This design comes from an exercise in tuning for small area, a short achievable clock period and few clock cycles per item on the open sky130 flow, not from production work. The RTL was checked by simulation tests, not by an equivalence proof against the original design.

== P ==
Design aes256_ctr_mode, start of the top module:
module aes256_ctr_mode (
  input  logic         clk,
  input  logic         rst,
  input  logic [31:0]  config_register,
  output logic [31:0]  status_register,
  input  logic [255:0] input_key,
  input  logic [127:0] input_iv,
  output logic         s_axis_tready,
  input  logic         s_axis_tvalid,
  input  logic         s_axis_tlast,
  input  logic [127:0] s_axis_tdata,
  input  logic         m_axis_tready,
  output logic         m_axis_tvalid,
  output logic         m_axis_tlast,
  output logic [127:0] m_axis_tdata
);
Size: ~11000 cells after synthesis, about 1600 flip-flops, ~710 I/O pins, roughly 110000 um^2 of cells after synthesis.
clock: 11.0 ns
lec_check: 0
cap_margin: 20
cell_pad_in_sites_detail_placement: 1
cell_pad_in_sites_global_placement: 1
core_margin: 2
core_utilization: 55
cts_cluster_diameter: 60
cts_cluster_size: 20
place_density: 0.7
slew_margin: 20
standard.sh (not shown) runs the stock make flow with config.mk's settings and CLKGATE_MAP_FILE= SYNTH_SCRIPT=/design/flow/synth_recipe.tcl, a recipe that flattens the netlist after the stock synthesis.
==> flow/flow/run.sh <==
#!/bin/bash
# The standard layout (the standard flow's config.mk and SDC, ORFS's steps and scripts), with three changes:
#  - synthesis maps the logic with flow/abc.script, a shorter ABC script than ORFS's speed
#    script (one choice computation and one mapping pass, then ORFS's usual buffering and
#    sizing). Everything else in synthesis, including the flip-flop mapping, is unchanged.
#  - the port buffers that ORFS puts on every input and output are buf_2 cells instead of the
#    resizer's default choice (a slow delay buffer).
#  - ORFS's repair_timing steps aim for 7.3 ns of setup slack (SETUP_SLACK_MARGIN) instead of
#    0, so they size and buffer the paths longer than 3.7 ns. The SDC is the standard flow's, unchanged.
# The make output goes to standard_flow.log; ORFS's per-step logs are under orfs/logs/.
set -euo pipefail
here=$(pwd)
rm -rf "$here/scripts"
cp -r "$FLOW_HOME/scripts" "$here/scripts"
cp "$here/flow/abc.script" "$here/scripts/abc_speed.script"
bash standard.sh finish SCRIPTS_DIR="$here/scripts" \
  "BUFFER_PORTS_ARGS=-buffer_cell sky130_fd_sc_hd__buf_2" SETUP_SLACK_MARGIN=7.3 \
  > "$here/standard_flow.log" 2>&1
==> flow/flow/abc.script <==
&get -n
&st
&dch
&nf
&put
buffer -c
topo
stime -c
upsize -c
dnsize -c
P closes out successfully: all stages finished, all timing, DRC and antenna checks passed.
Testbench counts of P, summed over its fixed seeds: cycles 18,975, items 2,583.
[inputs] Q vs P
diff --git a/flow/design.v b/flow/design.v
--- a/flow/design.v
+++ b/flow/design.v
@@ -164,50 +164,52 @@
   logic         vpa, vqa, vpb, vqb;
   logic [127:0] ctr;        
   logic [2:0]   nfl;        
   logic [124:0] hi_ones;    
   logic [124:0] hi_zeros;   
   logic [3:0]   lo_inc;     
   logic [3:0]   lo_back;    
   logic         miss_q;     
   logic [2:0]   rw_q;       
   logic [127:0] ctr_inc;    
   logic [127:0] ctr_back;   
   logic [127:0] sb;         
+  logic [127:0] kx;         
   logic [127:0] ks;
   logic         ready;
   logic         emerge;     
   logic         take;       
   logic         miss;       
   logic         issue;      
   logic         issue_ok;   
   assign sb       = sub_q_shift(pb);
+  assign kx       = fin ? (ctr ^ key_q[255:128]) : kb;
   assign ks       = sb ^ kb;
   assign emerge   = fin && vpb;
   assign take     = s_axis_tready && s_axis_tvalid;
   assign miss     = emerge && !take;
   assign issue    = fin && ready && !miss_q;
   assign issue_ok = issue && !miss;
   assign hi_ones  = ones_prefix(ctr[127:3]);
   assign hi_zeros = ones_prefix(~ctr[127:3]);
   assign lo_inc   = {1'b0, ctr[2:0]} + 4'd1;
   assign lo_back  = {1'b0, ctr[2:0]} - {1'b0, rw_q};
   assign ctr_inc  = {ctr[127:3] ^ ({hi_ones[123:0], 1'b1} & {125{lo_inc[3]}}), lo_inc[2:0]};
   assign ctr_back = {ctr[127:3] ^ ({hi_zeros[123:0], 1'b1} & {125{lo_back[3]}}),
                      lo_back[2:0]};
   always_ff @(posedge clk) begin
     pa <= sub_p(qb);
     qa <= mix_columns(sub_q_shift(pa)) ^ ka;
     pb <= sub_p(qa);
-    qb <= fin ? (ctr ^ key_q[255:128]) : (mix_columns(sb) ^ kb);
+    qb <= (mix_columns(sb) & {128{!fin}}) ^ kx;
   end
   always_ff @(posedge clk) begin
     if (load)
       ctr <= input_iv;
     else if (miss_q)
       ctr <= ctr_back;
     else if (issue)
       ctr <= ctr_inc;
   end
   always_ff @(posedge clk) begin
     rw_q <= nfl + 3'd1;
   end
==> comparison <==
Core utilization came out higher on Q than on P. When Q is set beside P, its wire length turns out to be about 1.1% larger. [compare] base=P new=Q: sum of routed wire segments on met1 has decreased, share of async-settable or async-resettable flops after synthesis saw little to no change, final cell area excluding filler cells has decreased. Going from P to Q, synthesized-area fraction occupied by adder cells roughly the same. Higher count of buffer and inverter cells on the critical path goes to P over Q.
Testbench counts of Q, summed over its fixed seeds: cycles 18,975, items 2,583.

-- separate check: timing with driven ports --
The flow's constraints put no driver on any port. The routed layouts listed below were extracted and timed again, unchanged, in two steps. Step 1 sets driving cells, clkbuf_16 on the clock port and buf_2 on the other inputs (assumed; they add their load-dependent delay and slew). Step 2 moves the port delays by t, midway between the first and last clock arrival at a register: inputs arrive t later, outputs are due t later. That takes back most of the time a late clock gives input paths. Three values: ideal, step 1, step 2; two values: the first two.
| run | shift t [ns] | setup slack, ns | slew at the worst register clock pin (ns) | pins driven straight from the clock port |
|---|---|---|---|---|
| P | 0.957 | 7.168 / 7.126 / 6.420 | 0.09 / 0.09 | 1 |
| Q | 0.954 | 6.748 / 6.748 / 6.274 | 0.10 / 0.10 | 1 |
After both steps setup and hold are still met in every run listed. The setup slack of P, which loses most, moves by -0.042 ns with the drivers and by -0.748 ns with both steps.
